What follows belongs to an exercise in optimizing a design on an open flow for small area; a production flow would make more cautious choices.
At most, simulation tests tie the RTL to the original design; equivalence was not proved.
For run 5, only the layout was checked, not whether the RTL still works.

===== config.mk =====
export PLATFORM = sky130hd
export DESIGN_NAME = fpdiv_frac
export DESIGN_NICKNAME = fpdiv_frac
export VERILOG_FILES = /design/flow/design.v
export SDC_FILE = /design/flow/constraint.sdc
export NUM_CORES = 4
export LEC_CHECK = 0
export ABC_AREA = 1
export CAP_MARGIN = 20
export CORE_MARGIN = 2
export CORE_UTILIZATION = 40
export CTS_BUF_LIST = sky130_fd_sc_hd__clkbuf_4 sky130_fd_sc_hd__clkbuf_8
export PLACE_DENSITY = 0.6
export SLEW_MARGIN = 20

===== constraint.sdc =====
create_clock -name core_clock -period 11.0 [get_ports {clk}]
set_input_delay 2.2000 -clock core_clock [delete_from_list [all_inputs] [get_ports {clk}]]
set_output_delay 2.2000 -clock core_clock [all_outputs]
set_load 0.01 [all_outputs]

===== design.v =====
`timescale 1ns/1ps
module fpdiv_frac
(
	input  logic        clk,
	input  logic        rst_n,
	input  logic        start_valid_i,
	output logic        start_ready_o,
	input  logic        flush_i,
	input  logic [1:0]  fp_format_i,
	input  logic [52:0] a_frac_i,
	input  logic [52:0] b_frac_i,
	output logic        finish_valid_o,
	input  logic        finish_ready_i,
	output logic [54:0] fpdiv_frac_o
);
	localparam logic [1:0] ST_IDLE  = 2'b00;
	localparam logic [1:0] ST_FIRST = 2'b01;
	localparam logic [1:0] ST_SKIP  = 2'b10;
	localparam logic [1:0] ST_RUN   = 2'b11;
	logic [1:0]  state_q;
	logic [1:0]  state_d;
	logic [53:0] rem_q;     
	logic [52:0] div_q;     
	logic [54:0] quo_q;     
	logic        idle;
	logic        skip;
	logic        run;
	logic        sub;
	logic        lead;
	logic        shift;
	logic [52:0] fmask;
	logic [53:0] opb;
	logic [54:0] carry;
	logic [53:0] sum;
	assign idle = (state_q == ST_IDLE);
	assign skip = (state_q == ST_SKIP);
	assign run  = (state_q == ST_RUN);
	assign fmask = {{29{fp_format_i[1]}}, {13{fp_format_i != 2'd0}}, 11'h7ff};
	always_comb begin
		if (div_q[52])      lead = quo_q[54];
		else if (div_q[23]) lead = quo_q[24];
		else                lead = quo_q[12];
	end
	assign sub = quo_q[0] & !skip;
	assign opb = {sub, div_q ^ {53{sub}}};
	logic [53:0] x;
	logic [53:0] y;
	assign x = rem_q;
	assign y = opb;
	assign carry[0] = sub;
	logic [53:0] s0;
	assign sum[0] = x[0] ^ y[0] ^ carry[0];
	assign carry[1] = (x[0] & y[0]) | (carry[0] & (x[0] ^ y[0]));
	assign sum[1] = x[1] ^ y[1] ^ carry[1];
	assign carry[2] = (x[1] & y[1]) | (carry[1] & (x[1] ^ y[1]));
	assign sum[2] = x[2] ^ y[2] ^ carry[2];
	assign carry[3] = (x[2] & y[2]) | (carry[2] & (x[2] ^ y[2]));
	assign sum[3] = x[3] ^ y[3] ^ carry[3];
	assign carry[4] = (x[3] & y[3]) | (carry[3] & (x[3] ^ y[3]));
	assign sum[4] = x[4] ^ y[4] ^ carry[4];
	assign carry[5] = (x[4] & y[4]) | (carry[4] & (x[4] ^ y[4]));
	assign sum[5] = x[5] ^ y[5] ^ carry[5];
	assign carry[6] = (x[5] & y[5]) | (carry[5] & (x[5] ^ y[5]));
	logic [6:0] c0_1, ci_1;
	assign c0_1[0] = 1'b0;
	assign ci_1[0] = carry[6];
	assign s0[6] = x[6] ^ y[6] ^ c0_1[0];
	assign c0_1[1] = (x[6] & y[6]) | (c0_1[0] & (x[6] ^ y[6]));
	assign sum[6] = s0[6] ^ ci_1[0];
	assign ci_1[1] = s0[6] & ci_1[0];
	assign s0[7] = x[7] ^ y[7] ^ c0_1[1];
	assign c0_1[2] = (x[7] & y[7]) | (c0_1[1] & (x[7] ^ y[7]));
	assign sum[7] = s0[7] ^ ci_1[1];
	assign ci_1[2] = s0[7] & ci_1[1];
	assign s0[8] = x[8] ^ y[8] ^ c0_1[2];
	assign c0_1[3] = (x[8] & y[8]) | (c0_1[2] & (x[8] ^ y[8]));
	assign sum[8] = s0[8] ^ ci_1[2];
	assign ci_1[3] = s0[8] & ci_1[2];
	assign s0[9] = x[9] ^ y[9] ^ c0_1[3];
	assign c0_1[4] = (x[9] & y[9]) | (c0_1[3] & (x[9] ^ y[9]));
	assign sum[9] = s0[9] ^ ci_1[3];
	assign ci_1[4] = s0[9] & ci_1[3];
	assign s0[10] = x[10] ^ y[10] ^ c0_1[4];
	assign c0_1[5] = (x[10] & y[10]) | (c0_1[4] & (x[10] ^ y[10]));
	assign sum[10] = s0[10] ^ ci_1[4];
	assign ci_1[5] = s0[10] & ci_1[4];
	assign s0[11] = x[11] ^ y[11] ^ c0_1[5];
	assign c0_1[6] = (x[11] & y[11]) | (c0_1[5] & (x[11] ^ y[11]));
	assign sum[11] = s0[11] ^ ci_1[5];
	assign ci_1[6] = s0[11] & ci_1[5];
	assign carry[12] = c0_1[6] | (carry[6] & (&s0[11:6]));
	logic [6:0] c0_2, ci_2;
	assign c0_2[0] = 1'b0;
	assign ci_2[0] = carry[12];
	assign s0[12] = x[12] ^ y[12] ^ c0_2[0];
	assign c0_2[1] = (x[12] & y[12]) | (c0_2[0] & (x[12] ^ y[12]));
	assign sum[12] = s0[12] ^ ci_2[0];
	assign ci_2[1] = s0[12] & ci_2[0];
	assign s0[13] = x[13] ^ y[13] ^ c0_2[1];
	assign c0_2[2] = (x[13] & y[13]) | (c0_2[1] & (x[13] ^ y[13]));
	assign sum[13] = s0[13] ^ ci_2[1];
	assign ci_2[2] = s0[13] & ci_2[1];
	assign s0[14] = x[14] ^ y[14] ^ c0_2[2];
	assign c0_2[3] = (x[14] & y[14]) | (c0_2[2] & (x[14] ^ y[14]));
	assign sum[14] = s0[14] ^ ci_2[2];
	assign ci_2[3] = s0[14] & ci_2[2];
	assign s0[15] = x[15] ^ y[15] ^ c0_2[3];
	assign c0_2[4] = (x[15] & y[15]) | (c0_2[3] & (x[15] ^ y[15]));
	assign sum[15] = s0[15] ^ ci_2[3];
	assign ci_2[4] = s0[15] & ci_2[3];
	assign s0[16] = x[16] ^ y[16] ^ c0_2[4];
	assign c0_2[5] = (x[16] & y[16]) | (c0_2[4] & (x[16] ^ y[16]));
	assign sum[16] = s0[16] ^ ci_2[4];
	assign ci_2[5] = s0[16] & ci_2[4];
	assign s0[17] = x[17] ^ y[17] ^ c0_2[5];
	assign c0_2[6] = (x[17] & y[17]) | (c0_2[5] & (x[17] ^ y[17]));
	assign sum[17] = s0[17] ^ ci_2[5];
	assign ci_2[6] = s0[17] & ci_2[5];
	assign carry[18] = c0_2[6] | (carry[12] & (&s0[17:12]));
	logic [6:0] c0_3, ci_3;
	assign c0_3[0] = 1'b0;
	assign ci_3[0] = carry[18];
	assign s0[18] = x[18] ^ y[18] ^ c0_3[0];
	assign c0_3[1] = (x[18] & y[18]) | (c0_3[0] & (x[18] ^ y[18]));
	assign sum[18] = s0[18] ^ ci_3[0];
	assign ci_3[1] = s0[18] & ci_3[0];
	assign s0[19] = x[19] ^ y[19] ^ c0_3[1];
	assign c0_3[2] = (x[19] & y[19]) | (c0_3[1] & (x[19] ^ y[19]));
	assign sum[19] = s0[19] ^ ci_3[1];
	assign ci_3[2] = s0[19] & ci_3[1];
	assign s0[20] = x[20] ^ y[20] ^ c0_3[2];
	assign c0_3[3] = (x[20] & y[20]) | (c0_3[2] & (x[20] ^ y[20]));
	assign sum[20] = s0[20] ^ ci_3[2];
	assign ci_3[3] = s0[20] & ci_3[2];
	assign s0[21] = x[21] ^ y[21] ^ c0_3[3];
	assign c0_3[4] = (x[21] & y[21]) | (c0_3[3] & (x[21] ^ y[21]));
	assign sum[21] = s0[21] ^ ci_3[3];
	assign ci_3[4] = s0[21] & ci_3[3];
	assign s0[22] = x[22] ^ y[22] ^ c0_3[4];
	assign c0_3[5] = (x[22] & y[22]) | (c0_3[4] & (x[22] ^ y[22]));
	assign sum[22] = s0[22] ^ ci_3[4];
	assign ci_3[5] = s0[22] & ci_3[4];
	assign s0[23] = x[23] ^ y[23] ^ c0_3[5];
	assign c0_3[6] = (x[23] & y[23]) | (c0_3[5] & (x[23] ^ y[23]));
	assign sum[23] = s0[23] ^ ci_3[5];
	assign ci_3[6] = s0[23] & ci_3[5];
	assign carry[24] = c0_3[6] | (carry[18] & (&s0[23:18]));
	logic [6:0] c0_4, ci_4;
	assign c0_4[0] = 1'b0;
	assign ci_4[0] = carry[24];
	assign s0[24] = x[24] ^ y[24] ^ c0_4[0];
	assign c0_4[1] = (x[24] & y[24]) | (c0_4[0] & (x[24] ^ y[24]));
	assign sum[24] = s0[24] ^ ci_4[0];
	assign ci_4[1] = s0[24] & ci_4[0];
	assign s0[25] = x[25] ^ y[25] ^ c0_4[1];
	assign c0_4[2] = (x[25] & y[25]) | (c0_4[1] & (x[25] ^ y[25]));
	assign sum[25] = s0[25] ^ ci_4[1];
	assign ci_4[2] = s0[25] & ci_4[1];
	assign s0[26] = x[26] ^ y[26] ^ c0_4[2];
	assign c0_4[3] = (x[26] & y[26]) | (c0_4[2] & (x[26] ^ y[26]));
	assign sum[26] = s0[26] ^ ci_4[2];
	assign ci_4[3] = s0[26] & ci_4[2];
	assign s0[27] = x[27] ^ y[27] ^ c0_4[3];
	assign c0_4[4] = (x[27] & y[27]) | (c0_4[3] & (x[27] ^ y[27]));
	assign sum[27] = s0[27] ^ ci_4[3];
	assign ci_4[4] = s0[27] & ci_4[3];
	assign s0[28] = x[28] ^ y[28] ^ c0_4[4];
	assign c0_4[5] = (x[28] & y[28]) | (c0_4[4] & (x[28] ^ y[28]));
	assign sum[28] = s0[28] ^ ci_4[4];
	assign ci_4[5] = s0[28] & ci_4[4];
	assign s0[29] = x[29] ^ y[29] ^ c0_4[5];
	assign c0_4[6] = (x[29] & y[29]) | (c0_4[5] & (x[29] ^ y[29]));
	assign sum[29] = s0[29] ^ ci_4[5];
	assign ci_4[6] = s0[29] & ci_4[5];
	assign carry[30] = c0_4[6] | (carry[24] & (&s0[29:24]));
	logic [6:0] c0_5, ci_5;
	assign c0_5[0] = 1'b0;
	assign ci_5[0] = carry[30];
	assign s0[30] = x[30] ^ y[30] ^ c0_5[0];
	assign c0_5[1] = (x[30] & y[30]) | (c0_5[0] & (x[30] ^ y[30]));
	assign sum[30] = s0[30] ^ ci_5[0];
	assign ci_5[1] = s0[30] & ci_5[0];
	assign s0[31] = x[31] ^ y[31] ^ c0_5[1];
	assign c0_5[2] = (x[31] & y[31]) | (c0_5[1] & (x[31] ^ y[31]));
	assign sum[31] = s0[31] ^ ci_5[1];
	assign ci_5[2] = s0[31] & ci_5[1];
	assign s0[32] = x[32] ^ y[32] ^ c0_5[2];
	assign c0_5[3] = (x[32] & y[32]) | (c0_5[2] & (x[32] ^ y[32]));
	assign sum[32] = s0[32] ^ ci_5[2];
	assign ci_5[3] = s0[32] & ci_5[2];
	assign s0[33] = x[33] ^ y[33] ^ c0_5[3];
	assign c0_5[4] = (x[33] & y[33]) | (c0_5[3] & (x[33] ^ y[33]));
	assign sum[33] = s0[33] ^ ci_5[3];
	assign ci_5[4] = s0[33] & ci_5[3];
	assign s0[34] = x[34] ^ y[34] ^ c0_5[4];
	assign c0_5[5] = (x[34] & y[34]) | (c0_5[4] & (x[34] ^ y[34]));
	assign sum[34] = s0[34] ^ ci_5[4];
	assign ci_5[5] = s0[34] & ci_5[4];
	assign s0[35] = x[35] ^ y[35] ^ c0_5[5];
	assign c0_5[6] = (x[35] & y[35]) | (c0_5[5] & (x[35] ^ y[35]));
	assign sum[35] = s0[35] ^ ci_5[5];
	assign ci_5[6] = s0[35] & ci_5[5];
	assign carry[36] = c0_5[6] | (carry[30] & (&s0[35:30]));
	logic [6:0] c0_6, ci_6;
	assign c0_6[0] = 1'b0;
	assign ci_6[0] = carry[36];
	assign s0[36] = x[36] ^ y[36] ^ c0_6[0];
	assign c0_6[1] = (x[36] & y[36]) | (c0_6[0] & (x[36] ^ y[36]));
	assign sum[36] = s0[36] ^ ci_6[0];
	assign ci_6[1] = s0[36] & ci_6[0];
	assign s0[37] = x[37] ^ y[37] ^ c0_6[1];
	assign c0_6[2] = (x[37] & y[37]) | (c0_6[1] & (x[37] ^ y[37]));
	assign sum[37] = s0[37] ^ ci_6[1];
	assign ci_6[2] = s0[37] & ci_6[1];
	assign s0[38] = x[38] ^ y[38] ^ c0_6[2];
	assign c0_6[3] = (x[38] & y[38]) | (c0_6[2] & (x[38] ^ y[38]));
	assign sum[38] = s0[38] ^ ci_6[2];
	assign ci_6[3] = s0[38] & ci_6[2];
	assign s0[39] = x[39] ^ y[39] ^ c0_6[3];
	assign c0_6[4] = (x[39] & y[39]) | (c0_6[3] & (x[39] ^ y[39]));
	assign sum[39] = s0[39] ^ ci_6[3];
	assign ci_6[4] = s0[39] & ci_6[3];
	assign s0[40] = x[40] ^ y[40] ^ c0_6[4];
	assign c0_6[5] = (x[40] & y[40]) | (c0_6[4] & (x[40] ^ y[40]));
	assign sum[40] = s0[40] ^ ci_6[4];
	assign ci_6[5] = s0[40] & ci_6[4];
	assign s0[41] = x[41] ^ y[41] ^ c0_6[5];
	assign c0_6[6] = (x[41] & y[41]) | (c0_6[5] & (x[41] ^ y[41]));
	assign sum[41] = s0[41] ^ ci_6[5];
	assign ci_6[6] = s0[41] & ci_6[5];
	assign carry[42] = c0_6[6] | (carry[36] & (&s0[41:36]));
	logic [6:0] c0_7, ci_7;
	assign c0_7[0] = 1'b0;
	assign ci_7[0] = carry[42];
	assign s0[42] = x[42] ^ y[42] ^ c0_7[0];
	assign c0_7[1] = (x[42] & y[42]) | (c0_7[0] & (x[42] ^ y[42]));
	assign sum[42] = s0[42] ^ ci_7[0];
	assign ci_7[1] = s0[42] & ci_7[0];
	assign s0[43] = x[43] ^ y[43] ^ c0_7[1];
	assign c0_7[2] = (x[43] & y[43]) | (c0_7[1] & (x[43] ^ y[43]));
	assign sum[43] = s0[43] ^ ci_7[1];
	assign ci_7[2] = s0[43] & ci_7[1];
	assign s0[44] = x[44] ^ y[44] ^ c0_7[2];
	assign c0_7[3] = (x[44] & y[44]) | (c0_7[2] & (x[44] ^ y[44]));
	assign sum[44] = s0[44] ^ ci_7[2];
	assign ci_7[3] = s0[44] & ci_7[2];
	assign s0[45] = x[45] ^ y[45] ^ c0_7[3];
	assign c0_7[4] = (x[45] & y[45]) | (c0_7[3] & (x[45] ^ y[45]));
	assign sum[45] = s0[45] ^ ci_7[3];
	assign ci_7[4] = s0[45] & ci_7[3];
	assign s0[46] = x[46] ^ y[46] ^ c0_7[4];
	assign c0_7[5] = (x[46] & y[46]) | (c0_7[4] & (x[46] ^ y[46]));
	assign sum[46] = s0[46] ^ ci_7[4];
	assign ci_7[5] = s0[46] & ci_7[4];
	assign s0[47] = x[47] ^ y[47] ^ c0_7[5];
	assign c0_7[6] = (x[47] & y[47]) | (c0_7[5] & (x[47] ^ y[47]));
	assign sum[47] = s0[47] ^ ci_7[5];
	assign ci_7[6] = s0[47] & ci_7[5];
	assign carry[48] = c0_7[6] | (carry[42] & (&s0[47:42]));
	logic [6:0] c0_8, ci_8;
	assign c0_8[0] = 1'b0;
	assign ci_8[0] = carry[48];
	assign s0[48] = x[48] ^ y[48] ^ c0_8[0];
	assign c0_8[1] = (x[48] & y[48]) | (c0_8[0] & (x[48] ^ y[48]));
	assign sum[48] = s0[48] ^ ci_8[0];
	assign ci_8[1] = s0[48] & ci_8[0];
	assign s0[49] = x[49] ^ y[49] ^ c0_8[1];
	assign c0_8[2] = (x[49] & y[49]) | (c0_8[1] & (x[49] ^ y[49]));
	assign sum[49] = s0[49] ^ ci_8[1];
	assign ci_8[2] = s0[49] & ci_8[1];
	assign s0[50] = x[50] ^ y[50] ^ c0_8[2];
	assign c0_8[3] = (x[50] & y[50]) | (c0_8[2] & (x[50] ^ y[50]));
	assign sum[50] = s0[50] ^ ci_8[2];
	assign ci_8[3] = s0[50] & ci_8[2];
	assign s0[51] = x[51] ^ y[51] ^ c0_8[3];
	assign c0_8[4] = (x[51] & y[51]) | (c0_8[3] & (x[51] ^ y[51]));
	assign sum[51] = s0[51] ^ ci_8[3];
	assign ci_8[4] = s0[51] & ci_8[3];
	assign s0[52] = x[52] ^ y[52] ^ c0_8[4];
	assign c0_8[5] = (x[52] & y[52]) | (c0_8[4] & (x[52] ^ y[52]));
	assign sum[52] = s0[52] ^ ci_8[4];
	assign ci_8[5] = s0[52] & ci_8[4];
	assign s0[53] = x[53] ^ y[53] ^ c0_8[5];
	assign c0_8[6] = (x[53] & y[53]) | (c0_8[5] & (x[53] ^ y[53]));
	assign sum[53] = s0[53] ^ ci_8[5];
	assign ci_8[6] = s0[53] & ci_8[5];
	assign carry[54] = c0_8[6] | (carry[48] & (&s0[53:48]));
	assign shift = run & !lead;
	logic hold;
	assign hold = !idle & !shift;
	always_ff @(posedge clk) begin
		rem_q <= idle ? {1'b0, a_frac_i & fmask} : {sum[52:0], 1'b0};
		div_q <= ({53{idle}} & b_frac_i & fmask) | ({53{!idle}} & div_q);
		quo_q <= ({55{idle}} & 55'd1) | ({55{shift}} & {quo_q[53:0], !sum[53]})
		       | ({55{hold}} & quo_q);
	end
	always_comb begin
		state_d = state_q;
		case (state_q)
			ST_IDLE:  if (start_valid_i) state_d = ST_FIRST;
			ST_FIRST: state_d = sum[53] ? ST_SKIP : ST_RUN;
			ST_SKIP:  state_d = ST_RUN;
			default:  if (lead && finish_ready_i) state_d = ST_IDLE;
		endcase
		if (flush_i) state_d = ST_IDLE;
	end
	always_ff @(posedge clk or negedge rst_n) begin
		if (!rst_n) state_q <= ST_IDLE;
		else        state_q <= state_d;
	end
	assign start_ready_o  = idle;
	assign finish_valid_o = run & lead;
	assign fpdiv_frac_o   = quo_q;
endmodule

===== flow/run.sh =====
#!/bin/bash
# The standard layout (standard.sh) unchanged, except that the port buffers
# that buffer_ports inserts are buf_1 cells.
set -euo pipefail
export BUFFER_PORTS_ARGS="-buffer_cell sky130_fd_sc_hd__buf_1"
bash standard.sh > flow_standard.log 2>&1

===== standard.sh =====
#!/bin/bash
# synth_recipe.tcl (not shown) runs the flow's synth.tcl, then flattens the netlist and writes it again
# the make line also repeats each setting of config.mk as NAME=value (left out here)
make -C /OpenROAD-flow-scripts/flow DESIGN_CONFIG=/design/flow/config.mk WORK_HOME=/design/flow/orfs CLKGATE_MAP_FILE= SYNTH_SCRIPT=/design/flow/synth_recipe.tcl "${@:-finish}"

==> impl_metrics.tcl, run 1 <==
set metrics [dict create \
    ctsHoldBuffers 0 \
    place_congestion 0.780 \
    cp-start-kind "register" \
    rsz0062_at_grt "no" \
    syn-cell-area_sq_um 7890 \
    synthesis.nets 1051 \
    async_flop_share_pct 1.22 \
    wl_per_cell_um 13.3 \
    floorplan.initialDensity_pct 40.7 \
    drt-vias-per-instance 4.60 \
    dieArea_sq_um 20900 \
    worstHoldPathCells 2 \
    cts_setup_buffers 0 \
    final_layout_size_suffix_gt1_share_pct 6.97 \
    htreeDepth 4 \
    worstMarginPinSlew_ns 1.04 \
    antenna_found_initial 0 \
    relSlewSlack_pct 30.2 \
    hp-class "register to register" \
    hold_path_startpoint "div_q[29]$_DFF_P_" \
    critPathMaxStageDelay_ns 0.53 \
    ys_top_cells_by_area "dfxtp_1 (38%), fa_1 (11%), ha_1 (8.4%)" \
    synth_mux_area_share_pct 0 \
    hold_end "div_q[29]$_DFF_P_" \
    dr.first_iter.drc_count 214 \
    synthTopCellsByCount "dfxtp_1 (151), inv_1 (140), nand2_1 (106)" \
    antenna_cells 0 \
    min_period_ns 7.00 \
    yosys.area_share.xor_xnor_pct 6.66 \
    synthFlopType "dfxtp_1" \
    yosys.area.top_type "dfxtp_1" \
    overflow 0 \
    synth.most_common_cell "dfxtp_1" \
    end_kind "register" \
    rr_worst_depth 37 \
    syn_avg_cell_area_sq_um 9.38 \
    rrSetupSlack_ns 4.00 \
    grt_pass1_vias 5851 \
    final_cell_area_sq_um 9130 \
    io_pins 170 \
    synthCells 841 \
    crit_type "register to register" \
    io_buffers 169 \
    tns_ns 0 \
    finalClockSkew_ns 0.0115 \
    hpwlAfterDp_um 12100 \
    cts.sinks 164 \
    synth_top_family_by_area "adder cells" \
    synth_warnings 1 \
    drc 0 \
    r2r_end "state_q[0]$_DFFE_PN0P_" \
    die_x_um 144 \
    worst_hold_slack_ns 0.473 \
    die_h_um 144 \
    reg2reg_from "state_q[0]$_DFFE_PN0P_" \
    crit_slowest_cell "fa_1" \
    row_count 51 \
    synth-adder-area-share_pct 19.6 \
    final_nets 1201 \
    hold_viol 0 \
    placed_area_sq_um 8730 \
    core_sq_um 19400 \
    cts_tree "built" \
    yosys_register_bits 164 \
    crit_top_cell "nand2_2" \
    worstPathRequired_ns 11.39 \
    period_share_pct 63.6 \
    grt_pass1_wl_um 27700 \
    clk_pin_slew_ns 0.10 \
    seq_area_frac_synth_pct 43.1 \
    fill_cells 1988 \
    clock_latency_ns 0.47 \
    finalMaxSlewViolations 0 \
    synth_compound_area_share_pct 9.18 \
    first_pass_iters 4 \
    yosys.area_share.simple_pct 11.9 \
    clockBufferDepth 2 \
    cts_resized 0 \
    synth-edff-count 11 \
    setup_viol 0 \
    max-cap-violations 0 \
    synth_top_cell_area_share_pct 38.3 \
    yosysUniqueCellTypes 27 \
    critPathArrivalTime_ns 7.39 \
    grt_usage_pct 17.1 \
    ant_nets 0 \
    max_freq_ghz 0.143 \
    vias 5841 \
    area_growth_pct 15.8 \
    wl_um 16900 \
    grt_max_degree 87 \
    clockRootBuffer "clkbuf_8" \
    cts_buffers 17 \
    crit_path_max_fanout 31 \
    status "finished clean" \
]
[through the flow]
step | setup WS [ns] | utilization [%] | std cells
finish | 4.00 | 47.1 | 1269
global route | 3.50 | 47.1 | 1269
CTS | 3.90 | 47.1 | 1269
detailed placement | 3.97 | 45.0 | 1237
global placement | 4.14 | 45.0 | 1237
floorplan | 5.03 | - | 841
[sequential cells by signal (all words and copies together) (netlist names), named ones only]
register and flops:
quo_q 55, state_q 2, div_q 42, rem_q 54
[critical path: cells and delay by family, from the launching register on]
kind                       cells  cell delay [ns]
AOI/OAI and AO/OA              1             0.09
and+or+nand+nor               18             1.43
adders and majority gates     12             3.67
buffers and inverters          3             0.73
DFF                            1             0.43
xor gates and xnor gates       3             0.54
[metal layers]
metal | wire (um) | part of all wire [%] | vias up | global-route usage, %
met4 | 229 | 1.4 | 0 | 5.31
met3 | 1140 | 6.7 | 20 | 5.99
met5 | 0 | 0 | - | 0
met2 | 7500 | 44 | 130 | 27.2
met1 | 7990 | 47 | 2698 | 21.8
li1 | - | - | 2993 | -
[cell usage in the layout, fill, tap and decap left out, types with 2 or more instances in the layout]
cell,n
edfxtp_1,11
nand4_1,5
ha_1,52
o22ai_1,67
inv_8,8
nand2_2,12
nor2_2,3
nor2_1,7
clkbuf_8,17
a21oi_1,4
nor3b_4,3
dfrtp_1,2
fa_1,44
o21ai_1,52
dfxtp_1,151
inv_6,3
a31oi_1,2
buf_4,5
nand3_1,61
xnor2_1,8
inv_1,140
clkinv_8,3
inv_2,10
nand2_1,105
xor2_1,52
buf_1,168
[cells by family after synthesis]
logic type      Yosys count
xor+xnor                 60
flops                   164
simple gates            200
buf+inv                 193
compound gates          127
fa+ha+maj                97
[worst max path at each step]
stage                                        end  cells after the start                   start  slack (ns)
after detailed placement  state_q[0]$_DFFE_PN0P_                     37  state_q[0]$_DFFE_PN0P_        3.97
after global placement    state_q[0]$_DFFE_PN0P_                     37  state_q[0]$_DFFE_PN0P_        4.14
final                     state_q[0]$_DFFE_PN0P_                     37  state_q[0]$_DFFE_PN0P_        4.00
after CTS                 state_q[0]$_DFFE_PN0P_                     37  state_q[0]$_DFFE_PN0P_        3.90
after floorplan           state_q[0]$_DFFE_PN0P_                     39  state_q[0]$_DFFE_PN0P_        5.03
after global routing      state_q[0]$_DFFE_PN0P_                     37  state_q[0]$_DFFE_PN0P_        3.50
[layout make-up]
| type | count | area [sq um] | area share [%] |
|---|---|---|---|
| multi-input combinational | 484 | 3750 | 41.1 |
| inverter | 150 | 563 | 6.17 |
| clock inverter | 15 | 173 | 1.89 |
| clock buffer | 17 | 234 | 2.56 |
| sequential | 164 | 3400 | 37.3 |
| timing repair buffer | 174 | 673 | 7.37 |
| tap | 265 | 332 | 3.63 |
==> inputs of run 2 (changes only) <==
--- a/config.mk
+++ b/config.mk
@@ -9,6 +9,8 @@
 export CAP_MARGIN = 20
 export CORE_MARGIN = 2
 export CORE_UTILIZATION = 40
-export CTS_BUF_LIST = sky130_fd_sc_hd__clkbuf_4 sky130_fd_sc_hd__clkbuf_8
+export CTS_BUF_LIST = sky130_fd_sc_hd__clkbuf_8
+export CTS_CLUSTER_DIAMETER = 150
+export CTS_CLUSTER_SIZE = 30
 export PLACE_DENSITY = 0.6
 export SLEW_MARGIN = 20
==> impl_metrics.tcl, run 2 <==
set metrics [dict create \
    synthTopCellsByCount "dfxtp_1 (151), inv_1 (140), nand2_1 (106)" \
    final_cell_area_sq_um 9130 \
    first_pass_iters 4 \
    cts_resized 0 \
    yosys_register_bits 164 \
    rrSetupSlack_ns 4.00 \
    worstHoldPathCells 2 \
    r2r_end "state_q[0]$_DFFE_PN0P_" \
    status "finished clean" \
    ys_top_cells_by_area "dfxtp_1 (38%), fa_1 (11%), ha_1 (8.4%)" \
    seq_area_frac_synth_pct 43.1 \
    end_kind "register" \
    synth-adder-area-share_pct 19.6 \
    vias 5841 \
    io_pins 170 \
    grt_pass1_vias 5851 \
    cts_setup_buffers 0 \
    synth_top_cell_area_share_pct 38.3 \
    synth_mux_area_share_pct 0 \
    critPathMaxStageDelay_ns 0.53 \
    wl_um 16900 \
    fill_cells 1988 \
    yosys.area.top_type "dfxtp_1" \
    clockBufferDepth 2 \
    placed_area_sq_um 8730 \
    syn_avg_cell_area_sq_um 9.38 \
    io_buffers 169 \
    hold_viol 0 \
    critical_path.top_delay_family "adder cells" \
    reg2reg_from "state_q[0]$_DFFE_PN0P_" \
    cp-start-kind "register" \
    area_growth_pct 15.8 \
    hold_path_startpoint "div_q[29]$_DFF_P_" \
    rr_worst_depth 37 \
    crit_slowest_cell "fa_1" \
    grt_usage_pct 17.1 \
    crit_type "register to register" \
    yosysUniqueCellTypes 27 \
    grt_max_degree 87 \
    max-cap-violations 0 \
    cts_buffers 17 \
    final_nets 1201 \
    cts_tree "built" \
    crit_top_cell "nand2_2" \
    ant_nets 0 \
    syn-cell-area_sq_um 7890 \
    largest_registers "quo_q x55, rem_q x54, div_q x42" \
    finalClockSkew_ns 0.0115 \
    crit_path_max_fanout 31 \
    synthFlopType "dfxtp_1" \
    die_h_um 144 \
    synth_warnings 1 \
    worstPathRequired_ns 11.39 \
    critPathArrivalTime_ns 7.39 \
    final_cell_mix "buf_1 (168), dfxtp_1 (151), inv_1 (140), nand2_1 (105), o22ai_1 (67)" \
    die_x_um 144 \
    floorplan.initialDensity_pct 40.7 \
    core_sq_um 19400 \
    cts.sinks 164 \
    clock_latency_ns 0.47 \
    rsz0062_at_grt "no" \
    wl_per_cell_um 13.3 \
    synthCells 841 \
    tns_ns 0 \
    hpwlAfterDp_um 12100 \
    setup_viol 0 \
    synth.most_common_cell "dfxtp_1" \
    ctsHoldBuffers 0 \
    seqCellArea_sq_um 3400 \
    top_register "quo_q" \
    synth-edff-count 11 \
    max_freq_ghz 0.143 \
    row_count 51 \
    dr.first_iter.drc_count 214 \
    min_period_ns 7.00 \
    htreeDepth 4 \
    hold_end "div_q[29]$_DFF_P_" \
    synth_top_family_by_area "adder cells" \
    yosys.area_share.xor_xnor_pct 6.66 \
    synth_compound_area_share_pct 9.18 \
    antenna_cells 0 \
    mostFrequentLayoutCell "buf_1" \
    antenna_found_initial 0 \
    multi_input_area_sq_um 3750 \
    hp-class "register to register" \
    path_buf_inv 3 \
    finalMaxSlewViolations 0 \
    clk_pin_slew_ns 0.10 \
    final_layout_size_suffix_gt1_share_pct 6.97 \
    drc 0 \
    dieArea_sq_um 20900 \
    synthesis.nets 1051 \
    grt_pass1_wl_um 27700 \
    overflow 0 \
    drt-vias-per-instance 4.60 \
    async_flop_share_pct 1.22 \
    yosys.area_share.simple_pct 11.9 \
    relSlewSlack_pct 30.2 \
    place_congestion 0.780 \
    clockRootBuffer "clkbuf_8" \
    largest_register_ffs 55 \
    worst_hold_slack_ns 0.473 \
    worstMarginPinSlew_ns 1.04 \
    period_share_pct 63.6 \
]
-- run 2: through the flow --
step | worst slack [ns] | instances | utilization, %
final | 4.00 | 1269 | 47.1
after global routing | 3.50 | 1269 | 47.1
after CTS | 3.90 | 1269 | 47.1
after detailed placement | 3.97 | 1237 | 45.0
after global placement | 4.14 | 1237 | 45.0
after floorplan | 5.03 | 841 | -
-- run 2: worst reg2reg max path: cells and delay by family (launching register included) --
kind / cells / cell delay [ns]
XOR/XNOR: 3 / 0.56
AO/OA/AOI/OAI: 1 / 0.09
buffers and inverters: 3 / 0.75
adder cells (fa/ha/maj): 12 / 3.67
AND/OR/NAND/NOR: 18 / 1.43
flip-flops: 1 / 0.43
-- run 2: routing by layer --
layer  vias up  wire, um  share of wire, %  GRT usage [%]
li1       2993         -                 -              -
met1      2698      7990                47           21.8
met2       130      7500                44           27.2
met3        20      1140               6.7           5.99
met4         0       229               1.4           5.31
met5         -         0                 0              0
-- run 2: final cells by class --
| cell class | instances | share of cell area (%) |
|---|---|---|
| Clock buffer | 17 | 2.56 |
| Clock inverter | 15 | 1.89 |
| Inverter | 150 | 6.17 |
| Multi-Input combinational cell | 484 | 41.1 |
| Sequential cell | 164 | 37.3 |
| Tap cell | 265 | 3.63 |
| Timing Repair Buffer | 174 | 7.37 |
-- run 2: logic make-up (layout without fill, tap and decap cells) --
| logic type | Yosys count | in the layout |
|---|---|---|
| and+or+nand+nor | 200 | 200 |
| buffers and inverters | 193 | 356 |
| DFF | 164 | 164 |
| AOI/OAI and AO/OA | 127 | 127 |
| adders and majority gates | 97 | 97 |
| xor gates and xnor gates | 60 | 60 |
-- run 2: worst max path at each step --
stage	slack [ns]	to	from	cells past startpoint
6_report	4.00	state_q[0]$_DFFE_PN0P_	state_q[0]$_DFFE_PN0P_	37
5_1_grt	3.50	state_q[0]$_DFFE_PN0P_	state_q[0]$_DFFE_PN0P_	37
2_1_floorplan	5.03	state_q[0]$_DFFE_PN0P_	state_q[0]$_DFFE_PN0P_	39
4_1_cts	3.90	state_q[0]$_DFFE_PN0P_	state_q[0]$_DFFE_PN0P_	37
3_3_place_gp	4.14	state_q[0]$_DFFE_PN0P_	state_q[0]$_DFFE_PN0P_	37
3_5_place_dp	3.97	state_q[0]$_DFFE_PN0P_	state_q[0]$_DFFE_PN0P_	37
==> inputs of run 3 (changes only) <==
--- a/config.mk
+++ b/config.mk
@@ -9,8 +9,8 @@
 export CAP_MARGIN = 20
 export CORE_MARGIN = 2
 export CORE_UTILIZATION = 40
-export CTS_BUF_LIST = sky130_fd_sc_hd__clkbuf_8
-export CTS_CLUSTER_DIAMETER = 150
-export CTS_CLUSTER_SIZE = 30
+export CTS_BUF_LIST = sky130_fd_sc_hd__clkbuf_16
+export CTS_CLUSTER_DIAMETER = 200
+export CTS_CLUSTER_SIZE = 50
 export PLACE_DENSITY = 0.6
 export SLEW_MARGIN = 20
==> impl_metrics.tcl, run 3 <==
set metrics [dict create \
    place_congestion 0.780 \
    syn_avg_cell_area_sq_um 9.38 \
    hp-class "register to register" \
    yosysUniqueCellTypes 27 \
    grt_usage_pct 17.2 \
    critPathMaxStageDelay_ns 0.53 \
    grt_pass1_vias 5895 \
    cp-start-kind "register" \
    period_share_pct 63.5 \
    yosys.area.top_type "dfxtp_1" \
    synthCells 841 \
    async_flop_share_pct 1.22 \
    relSlewSlack_pct 31.3 \
    synthFlopType "dfxtp_1" \
    syn-cell-area_sq_um 7890 \
    grt_pass1_wl_um 28000 \
    synth_mux_area_share_pct 0 \
    drc 0 \
    cts_buffers 17 \
    synthTopCellsByCount "dfxtp_1 (151), inv_1 (140), nand2_1 (106)" \
    synth_compound_area_share_pct 9.18 \
    clockBufferDepth 2 \
    clock_latency_ns 0.43 \
    rrSetupSlack_ns 4.01 \
    critical_path.top_delay_family "adder cells" \
    yosys.area_share.xor_xnor_pct 6.66 \
    final_cell_mix "buf_1 (168), dfxtp_1 (151), inv_1 (140), nand2_1 (105), o22ai_1 (67)" \
    antenna_cells 0 \
    crit_path_max_fanout 31 \
    yosys.area_share.simple_pct 11.9 \
    critPathArrivalTime_ns 7.33 \
    clk_pin_slew_ns 0.07 \
    row_count 51 \
    antenna_found_initial 0 \
    ys_top_cells_by_area "dfxtp_1 (38%), fa_1 (11%), ha_1 (8.4%)" \
    seq_area_frac_synth_pct 43.1 \
    synthesis.nets 1051 \
    cts_resized 0 \
    multi_input_area_sq_um 3750 \
    vias 5816 \
    largest_registers "quo_q x55, rem_q x54, div_q x42" \
    wl_per_cell_um 13.3 \
    mostFrequentLayoutCell "buf_1" \
    final_nets 1201 \
    seqCellArea_sq_um 3400 \
    worstPathRequired_ns 11.35 \
    max_freq_ghz 0.143 \
    synth-adder-area-share_pct 19.6 \
    die_h_um 144 \
    setup_viol 0 \
    crit_type "register to register" \
    floorplan.initialDensity_pct 40.7 \
    finalClockSkew_ns 0.0110 \
    min_period_ns 6.99 \
    drt-vias-per-instance 4.58 \
    ctsHoldBuffers 0 \
    hpwlAfterDp_um 12100 \
    status "finished clean" \
    hold_viol 0 \
    area_growth_pct 18.2 \
    rsz0062_at_grt "no" \
    io_pins 170 \
    clockRootBuffer "clkbuf_16" \
    cts_setup_buffers 0 \
    end_kind "register" \
    crit_top_cell "nand2_2" \
    synth_top_family_by_area "adder cells" \
    largest_register_ffs 55 \
    max-cap-violations 0 \
    synth.most_common_cell "dfxtp_1" \
    top_register "quo_q" \
    wl_um 16900 \
    fill_cells 1962 \
    dr.first_iter.drc_count 180 \
    synth_warnings 1 \
    die_x_um 144 \
    first_pass_iters 4 \
    core_sq_um 19400 \
    final_layout_size_suffix_gt1_share_pct 6.97 \
    tns_ns 0 \
    dieArea_sq_um 20900 \
    crit_slowest_cell "fa_1" \
    cts_tree "built" \
    finalMaxSlewViolations 0 \
    path_buf_inv 3 \
    synth_top_cell_area_share_pct 38.3 \
    yosys_register_bits 164 \
    cts.sinks 164 \
    worstMarginPinSlew_ns 1.03 \
    grt_max_degree 87 \
    overflow 0 \
    synth-edff-count 11 \
    htreeDepth 4 \
    ant_nets 0 \
    io_buffers 169 \
]
## run 3: cell counts after synthesis
No cell type changed its count.
## run 3: final cells by class
class	count	share of cell area (%)
multi-input cells	484	40.3
flip-flops and latches	164	36.5
repair buffers	174	7.22
inverters	150	6.04
clock buffers	17	4.56
well taps	265	3.56
clock inverters	15	1.85
## run 3: stage by stage
stage	hold WS (ns)	setup WS (ns)	util, %	cell area, sq um	std cells
after floorplan	0.443	5.03	-	7890	841
after global placement	0.454	4.14	45.0	8730	1237
after detailed placement	0.458	3.97	45.0	8730	1237
after CTS	0.471	3.90	48.1	9320	1269
after global routing	0.480	3.50	48.1	9320	1269
final	0.468	4.01	48.1	9320	1269
## run 3: routing by layer
layer / vias up / GRT usage, % / part of all wire [%]
li1: 2999 / - / -
met1: 2668 / 22.0 / 47
met2: 136 / 27.6 / 45
met3: 13 / 6.09 / 7.2
met4: 0 / 4.55 / 0.87
met5: - / 0 / 0
## run 3: worst paths after layout
| path | startpoint | to | cells after the start |
|---|---|---|---|
| max in group asynchronous | rst_n | state_q[0]$_DFFE_PN0P_ | 1 |
| worst max register to register | state_q[0]$_DFFE_PN0P_ | state_q[0]$_DFFE_PN0P_ | 37 |
| worst min-delay path | div_q[29]$_DFF_P_ | div_q[29]$_DFF_P_ | 2 |
| min in group asynchronous | rst_n | state_q[1]$_DFFE_PN0P_ | 1 |
| worst min register to register | div_q[29]$_DFF_P_ | div_q[29]$_DFF_P_ | 2 |
| worst max-delay path | state_q[0]$_DFFE_PN0P_ | state_q[0]$_DFFE_PN0P_ | 37 |
## run 3: logic make-up after synthesis
logic type | count (synthesis)
fa+ha+maj | 97
buf+inv | 193
flops | 164
compound gates | 127
xor+xnor | 60
simple gates | 200
## run 3: worst reg2reg max path, delay by kind of cell, from the launching register on
kind	cells	cell delay, ns
AND/OR/NAND/NOR	18	1.43
buffers and inverters	3	0.74
AO/OA/AOI/OAI	1	0.10
XOR/XNOR	3	0.55
adder cells (fa/ha/maj)	12	3.68
flip-flops	1	0.42
==> inputs of run 4 (changes only) <==
--- a/config.mk
+++ b/config.mk
@@ -9,8 +9,8 @@
 export CAP_MARGIN = 20
 export CORE_MARGIN = 2
 export CORE_UTILIZATION = 40
-export CTS_BUF_LIST = sky130_fd_sc_hd__clkbuf_16
+export CTS_BUF_LIST = sky130_fd_sc_hd__clkbuf_8 sky130_fd_sc_hd__clkbuf_16
 export CTS_CLUSTER_DIAMETER = 200
-export CTS_CLUSTER_SIZE = 50
+export CTS_CLUSTER_SIZE = 40
 export PLACE_DENSITY = 0.6
 export SLEW_MARGIN = 20
==> impl_metrics.tcl, run 4 <==
set metrics [dict create \
    status "finished clean" \
    yosys.area_share.simple_pct 11.9 \
    synthCells 841 \
    synth_compound_area_share_pct 9.18 \
    crit_path_max_fanout 31 \
    syn_avg_cell_area_sq_um 9.38 \
    cts_setup_buffers 0 \
    mostFrequentLayoutCell "buf_1" \
    ctsHoldBuffers 0 \
    cts.sinks 164 \
    largest_registers "quo_q x55, rem_q x54, div_q x42" \
    core_sq_um 19400 \
    worstHoldPathCells 2 \
    hpwlAfterDp_um 12100 \
    rsz0062_at_grt "no" \
    hp-class "register to register" \
    synthFlopType "dfxtp_1" \
    critPathArrivalTime_ns 7.33 \
    grt_max_degree 87 \
    clk_pin_slew_ns 0.07 \
    synth-edff-count 11 \
    ant_nets 0 \
    seq_area_frac_synth_pct 43.1 \
    synth_mux_area_share_pct 0 \
    cts_tree "built" \
    critPathMaxStageDelay_ns 0.53 \
    largest_register_ffs 55 \
    htreeDepth 4 \
    yosys.area.top_type "dfxtp_1" \
    synth_top_family_by_area "adder cells" \
    row_count 51 \
    ys_top_cells_by_area "dfxtp_1 (38%), fa_1 (11%), ha_1 (8.4%)" \
    antenna_cells 0 \
    drt-vias-per-instance 4.58 \
    grt_usage_pct 17.2 \
    die_h_um 144 \
    max-cap-violations 0 \
    clockRootBuffer "clkbuf_16" \
    finalClockSkew_ns 0.0110 \
    synthesis.nets 1051 \
    area_growth_pct 18.2 \
    crit_top_cell "nand2_2" \
    clockBufferDepth 2 \
    period_share_pct 63.5 \
    synthTopCellsByCount "dfxtp_1 (151), inv_1 (140), nand2_1 (106)" \
    final_nets 1201 \
    setup_viol 0 \
    stdcell_count 1269 \
    cp-start-kind "register" \
    tns_ns 0 \
    floorplan.initialDensity_pct 40.7 \
    synth_warnings 1 \
    wl_per_cell_um 13.3 \
    crit_slowest_cell "fa_1" \
    cts_buffers 17 \
    hold_viol 0 \
    place_inst 1237 \
    wl_um 16900 \
    end_kind "register" \
    worstMarginPinSlew_ns 1.03 \
    synth.most_common_cell "dfxtp_1" \
    yosys.area_share.xor_xnor_pct 6.66 \
    first_pass_iters 4 \
    clock_latency_ns 0.43 \
    min_period_ns 6.99 \
    finalMaxSlewViolations 0 \
    syn-cell-area_sq_um 7890 \
    die_x_um 144 \
    grt_pass1_vias 5895 \
    synth_top_cell_area_share_pct 38.3 \
    dieArea_sq_um 20900 \
    yosysUniqueCellTypes 27 \
    yosys_register_bits 164 \
    overflow 0 \
    drc 0 \
    antenna_found_initial 0 \
    top_register "quo_q" \
    final_layout_size_suffix_gt1_share_pct 6.97 \
    io_buffers 169 \
    async_flop_share_pct 1.22 \
    rr_worst_depth 37 \
    max_freq_ghz 0.143 \
    relSlewSlack_pct 31.3 \
    grt_pass1_wl_um 28000 \
    fill_cells 1962 \
    dr.first_iter.drc_count 180 \
    vias 5816 \
    worstPathRequired_ns 11.35 \
    cts_resized 0 \
    synth-adder-area-share_pct 19.6 \
    crit_type "register to register" \
    place_congestion 0.780 \
    io_pins 170 \
    final_cell_mix "buf_1 (168), dfxtp_1 (151), inv_1 (140), nand2_1 (105), o22ai_1 (67)" \
]
==> run 4: cell counts in the layout (fill, tap and decap cells not counted) <==
Identical to the previous run, type by type.
==> run 4: cells by family (layout without fill, tap and decap cells) <==
| logic type | Yosys count | in the layout |
|---|---|---|
| flip-flops | 164 | 164 |
| buffers and inverters | 193 | 356 |
| adder cells (fa/ha/maj) | 97 | 97 |
| AO/OA/AOI/OAI | 127 | 127 |
| XOR/XNOR | 60 | 60 |
| AND/OR/NAND/NOR | 200 | 200 |
==> run 4: area by class of cell <==
cell class              count  area [sq um]  area share (%)
flip-flops and latches    164          3400            36.5
clock inverters            15           173            1.85
well taps                 265           332            3.56
clock buffers              17           425            4.56
inverters                 150           563            6.04
repair buffers            174           673            7.22
multi-input cells         484          3750            40.3
==> run 4: path summary, 6_finish.rpt <==
check | from | to | slack (ns)
worst max register to register | state_q[0]$_DFFE_PN0P_ | state_q[0]$_DFFE_PN0P_ | 4.01
min in group asynchronous | rst_n | state_q[1]$_DFFE_PN0P_ | 1.55
max in group asynchronous | rst_n | state_q[0]$_DFFE_PN0P_ | 9.31
worst min-delay path | div_q[29]$_DFF_P_ | div_q[29]$_DFF_P_ | 0.47
worst min register to register | div_q[29]$_DFF_P_ | div_q[29]$_DFF_P_ | 0.47
worst max-delay path | state_q[0]$_DFFE_PN0P_ | state_q[0]$_DFFE_PN0P_ | 4.01
==> run 4: metrics by stage <==
stage                     setup WS [ns]  hold slack [ns]  instance area (sq um)  util [%]
after global placement             4.14            0.454                   8730      45.0
after global routing               3.50            0.480                   9320      48.1
after floorplan                    5.03            0.443                   7890         -
final                              4.01            0.468                   9320      48.1
after CTS                          3.90            0.471                   9320      48.1
after detailed placement           3.97            0.458                   8730      45.0
==> run 4: metal layers <==
metal  vias up  share of wire, %  track usage (%)
met2       136                45             27.6
met4         0              0.87             4.55
met1      2668                47             22.0
met3        13               7.2             6.09
met5         -                 0                0
li1       2999                 -                -
==> run 4: worst max-delay path: cells and delay by family (launching register included) <==
family / cells / cell delay [ns]
AND/OR/NAND/NOR: 18 / 1.43
adder cells (fa/ha/maj): 12 / 3.68
buffers and inverters: 3 / 0.73
AO/OA/AOI/OAI: 1 / 0.10
XOR/XNOR: 3 / 0.53
flip-flops: 1 / 0.42
==> inputs of run 5 (changes only) <==
==> design.v (replaced) <==
`timescale 1ns/1ps
module fpdiv_frac
(
	input  logic        clk,
	input  logic        rst_n,
	input  logic        start_valid_i,
	output logic        start_ready_o,
	input  logic        flush_i,
	input  logic [1:0]  fp_format_i,
	input  logic [52:0] a_frac_i,
	input  logic [52:0] b_frac_i,
	output logic        finish_valid_o,
	input  logic        finish_ready_i,
	output logic [54:0] fpdiv_frac_o
);
	localparam logic [1:0] ST_IDLE  = 2'b00;
	localparam logic [1:0] ST_FIRST = 2'b01;
	localparam logic [1:0] ST_SKIP  = 2'b10;
	localparam logic [1:0] ST_RUN   = 2'b11;
	logic [1:0]  state_q;
	logic [1:0]  state_d;
	logic [53:0] rem_q;     
	logic [52:0] div_q;     
	logic [54:0] quo_q;     
	logic        idle;
	logic        skip;
	logic        run;
	logic        sub;
	logic        lead;
	logic        shift;
	logic [52:0] fmask;
	logic [53:0] opb;
	logic [54:0] carry;
	logic [53:0] sum;
	assign idle = (state_q == ST_IDLE);
	assign skip = (state_q == ST_SKIP);
	assign run  = (state_q == ST_RUN);
	assign fmask = {{29{fp_format_i[1]}}, {13{fp_format_i != 2'd0}}, 11'h7ff};
	always_comb begin
		if (div_q[52])      lead = quo_q[54];
		else if (div_q[23]) lead = quo_q[24];
		else                lead = quo_q[12];
	end
	assign sub = quo_q[0] & !skip;
	assign opb = {sub, div_q ^ {53{sub}}};
	assign carry[0] = sub;
	for (genvar i = 0; i < 54; i++) begin : g_add
		assign sum[i]     = rem_q[i] ^ opb[i] ^ carry[i];
		assign carry[i+1] = (rem_q[i] & opb[i]) | (carry[i] & (rem_q[i] ^ opb[i]));
	end
	assign shift = run & !lead;
	always_ff @(posedge clk) begin
		if (idle) begin
			rem_q <= {1'b0, a_frac_i & fmask};
			div_q <= b_frac_i & fmask;
			quo_q <= 55'd1;
		end else begin
			rem_q <= {sum[52:0], 1'b0};
			if (shift) quo_q <= {quo_q[53:0], !sum[53]};
		end
	end
	always_comb begin
		state_d = state_q;
		case (state_q)
			ST_IDLE:  if (start_valid_i) state_d = ST_FIRST;
			ST_FIRST: state_d = sum[53] ? ST_SKIP : ST_RUN;
			ST_SKIP:  state_d = ST_RUN;
			default:  if (lead && finish_ready_i) state_d = ST_IDLE;
		endcase
		if (flush_i) state_d = ST_IDLE;
	end
	always_ff @(posedge clk or negedge rst_n) begin
		if (!rst_n) state_q <= ST_IDLE;
		else        state_q <= state_d;
	end
	assign start_ready_o  = idle;
	assign finish_valid_o = run & lead;
	assign fpdiv_frac_o   = quo_q;
endmodule
==> run.sh (new file) <==
#!/bin/bash
# synth_recipe.tcl (not shown) runs the flow's synth.tcl, then flattens the netlist and writes it again
# the make line also repeats each setting of config.mk as NAME=value (left out here)
make -C /OpenROAD-flow-scripts/flow DESIGN_CONFIG=/design/flow/config.mk WORK_HOME=/design/flow/orfs CLKGATE_MAP_FILE= SYNTH_SCRIPT=/design/flow/synth_recipe.tcl finish
==> config.mk (replaced) <==
export PLATFORM = sky130hd
export DESIGN_NAME = fpdiv_frac
export DESIGN_NICKNAME = fpdiv_frac
export VERILOG_FILES = /design/flow/design.v
export SDC_FILE = /design/flow/constraint.sdc
export NUM_CORES = 4
export LEC_CHECK = 0
export CAP_MARGIN = 20
export CORE_MARGIN = 2
export CORE_UTILIZATION = 40
export PLACE_DENSITY = 0.6
export SLEW_MARGIN = 20
removed: flow/run.sh
removed: standard.sh
==> impl_metrics.tcl, run 5 <==
set metrics [dict create \
    synthCells 708 \
    met1_usage_pct 22.3 \
    seq_area_frac_synth_pct 51.1 \
    wl_um 16000 \
    row_count 50 \
    io_buffers 169 \
    wl_per_cell_um 14.3 \
    ys_top_cells_by_area "dfxtp_1 (29%), edfxtp_1 (21%), fa_1 (14%)" \
    hp-class "register to register" \
    worstPathRequired_ns 11.31 \
    grt_usage_pct 16.6 \
    relSlewSlack_pct 30.3 \
    syn-cell-area_sq_um 7490 \
    crit_type "register to register" \
    critPathMaxStageDelay_ns 0.41 \
    check-failures "negative setup slack" \
    met2_usage_pct 26.4 \
    finalMaxSlewViolations 0 \
    setup_viol 29 \
    end_kind "register" \
    yosys_register_bits 164 \
    place_inst 1085 \
    cts.sinks 164 \
    post-route-util_pct 54.7 \
    synth_top_cell_area_share_pct 29.1 \
    mostFrequentLayoutCell "clkdlybuf4s50_1" \
    antenna_cells 0 \
    period_share_pct 191 \
    drt-vias-per-instance 4.61 \
    syn_avg_cell_area_sq_um 10.6 \
    die_x_um 141 \
    cts_tree "built" \
    clk_pin_slew_ns 0.06 \
    ctsHoldBuffers 0 \
    final_nets 1042 \
    yosys.area.top_type "dfxtp_1" \
    final_cell_area_sq_um 10100 \
    largest_registers "quo_q x55, rem_q x54, div_q x53" \
    htreeDepth 4 \
    critPathArrivalTime_ns 21.32 \
    async_flop_share_pct 1.22 \
    stdcell_count 1120 \
    cts_buffers 17 \
    core_sq_um 18500 \
    synthesis.nets 877 \
    final_layout_size_suffix_gt1_share_pct 13.7 \
    ant_nets 0 \
    status "failed layout checks" \
    rr_worst_depth 64 \
    clockBufferDepth 2 \
    placed_area_sq_um 9520 \
    first_pass_iters 7 \
    clock_latency_ns 0.43 \
    min_period_ns 21.01 \
    grt_max_degree 85 \
    dieArea_sq_um 19800 \
    clockRootBuffer "clkbuf_16" \
    grt_pass1_vias 5217 \
    yosysUniqueCellTypes 31 \
    dr.first_iter.drc_count 207 \
    floorplan.initialDensity_pct 40.4 \
    crit_path_max_fanout 3 \
    hpwlAfterDp_um 11600 \
    synthTopCellsByCount "nand2_1 (155), dfxtp_1 (109), inv_1 (65)" \
    drc 0 \
    vias 5158 \
    busiest_layer "met2" \
    largest_register_ffs 55 \
    synth-edff-count 53 \
    max_freq_ghz 0.0476 \
    layout_setup_ws_ns -10.01 \
    max-cap-violations 0 \
    globalRouteMet3Util_pct 4.35 \
    finalClockSkew_ns 0.00951 \
    crit_top_cell "fa_2" \
    final_cell_mix "clkdlybuf4s50_1 (169), nand2_1 (155), dfxtp_1 (109), inv_1 (57)" \
    worstMarginPinSlew_ns 1.04 \
    area_growth_pct 35.4 \
    rsz0062_at_grt "yes" \
    overflow 0 \
    cp-start-kind "register" \
    crit_slowest_cell "dfrtp_1" \
    worstHoldPathCells 2 \
    hold_viol 0 \
    place_congestion 0.812 \
    grt_pass1_wl_um 25800 \
    top_register "quo_q" \
    die_h_um 141 \
    io_pins 170 \
    synth.most_common_cell "nand2_1" \
    synthFlopType "dfxtp_1" \
    antenna_found_initial 2 \
    synth_warnings 1 \
]
[run 5: changes by cell type after synthesis, moves of 15 or more]
cell      change
nand2_1      +49
edfxtp_1     +42
xor2_1       -49
ha_1         -49
inv_1        -75
xnor2_1      +44
nor2b_1      +15
dfxtp_1      -42
o22ai_1      -53
o21ai_0      +34
a21oi_1      +49
nand3_1      -60
o21ai_1      -53
and2_1       +32
[run 5: repair_timing]
| action | in CTS | in global routing |
|---|---|---|
| setup endpoints to repair | 29 | 30 |
| resized for setup | 5 | 8 |
| pin swaps | 0 | 2 |
| buffers inserted | 1 | 2 |
[run 5: area by class of cell]
| class | count | area [sq um] |
|---|---|---|
| tap | 234 | 293 |
| sequential | 164 | 3820 |
| fill | 1592 | 8380 |
| clock buffer | 24 | 483 |
| timing repair buffer | 186 | 1820 |
| multi-input combinational | 439 | 3400 |
| clock inverter | 8 | 73.8 |
| inverter | 65 | 244 |
[run 5: logic make-up after synthesis]
| kind of cell | after synthesis | share of synthesized area [%] |
|---|---|---|
| XOR/XNOR | 55 | 6.44 |
| multiplexers | 10 | 1.35 |
| AO/OA/AOI/OAI | 107 | 7.76 |
| flip-flops | 164 | 51.1 |
| AND/OR/NAND/NOR | 211 | 12.3 |
| buffers and inverters | 105 | 6.47 |
| adder cells (fa/ha/maj) | 56 | 14.6 |
[run 5: worst max-delay path, delay by kind of cell, from the launching register on]
family                   cells  cell delay [ns]
adder cells (fa/ha/maj)     53            19.22
flip-flops                   1             0.41
multiplexers                 2             0.39
AND/OR/NAND/NOR              2             0.33
buffers and inverters        5             0.28
XOR/XNOR                     1             0.14
AO/OA/AOI/OAI                1             0.10
[run 5: final timing paths]
path | from | end | slack [ns]
max | state_q[1]$_DFFE_PN0P_ | state_q[0]$_DFFE_PN0P_ | -10.01
max in group asynchronous | rst_n | state_q[0]$_DFFE_PN0P_ | 8.92
min in group asynchronous | rst_n | state_q[1]$_DFFE_PN0P_ | 1.95
max reg2reg | state_q[1]$_DFFE_PN0P_ | state_q[0]$_DFFE_PN0P_ | -10.01
min reg2reg | quo_q[4]$_SDFFE_PP0P_ | quo_q[5]$_SDFFE_PP0P_ | 0.47
min | quo_q[4]$_SDFFE_PP0P_ | quo_q[5]$_SDFFE_PP0P_ | 0.47
[run 5: metrics by stage]
stage / TNS (ns) / setup slack [ns] / hold slack [ns]
global placement: -153.20 / -10.0 / 0.453
CTS: -156.09 / -10.19 / 0.471
global route: -165.98 / -10.67 / 0.482
floorplan: -146.49 / -9.68 / 0.488
detailed placement: -155.75 / -10.15 / 0.462
finish: -151.73 / -10.01 / 0.469
[run 5: metal layers]
layer  wire [um]  up-vias  share of wire, %
met2        7330      147                46
met1        7630     2415                48
met3         823       23               5.1
li1            -     2569                 -
met5          26        -              0.16
met4         208        4               1.3

separate check: timing with driven ports:
The flow's constraints put no driver on any port. The routed layouts listed below were extracted and timed again, unchanged, in two steps.
Step 1 assumes that a clkbuf_16 drives the clock port and a buf_2 every other input.
Step 2 moves the port delays by t, midway between the first and last clock arrival at a register: inputs arrive t later, outputs are due t later. That takes back most of the time a late clock gives input paths.
Three values: ideal, step 1, step 2; two values: the first two.
run | shift t [ns] | setup WS [ns] | worst setup path after step 2 | worst slew at a driven data input, ns | pins driven straight from the clock port
run 1 | 0.501 | 4.002 / 4.002 / 4.002 | register to register | 0.08 | 1
run 2 | 0.501 | 4.002 / 4.002 / 4.002 | register to register | 0.08 | 1
run 3 | 0.468 | 4.012 / 4.012 / 4.012 | register to register | 0.08 | 1
run 4 | 0.468 | 4.012 / 4.012 / 4.012 | register to register | 0.08 | 1
run 5 | 0.463 | -10.015 / -10.015 / -10.015 | register to register | 0.07 | 1
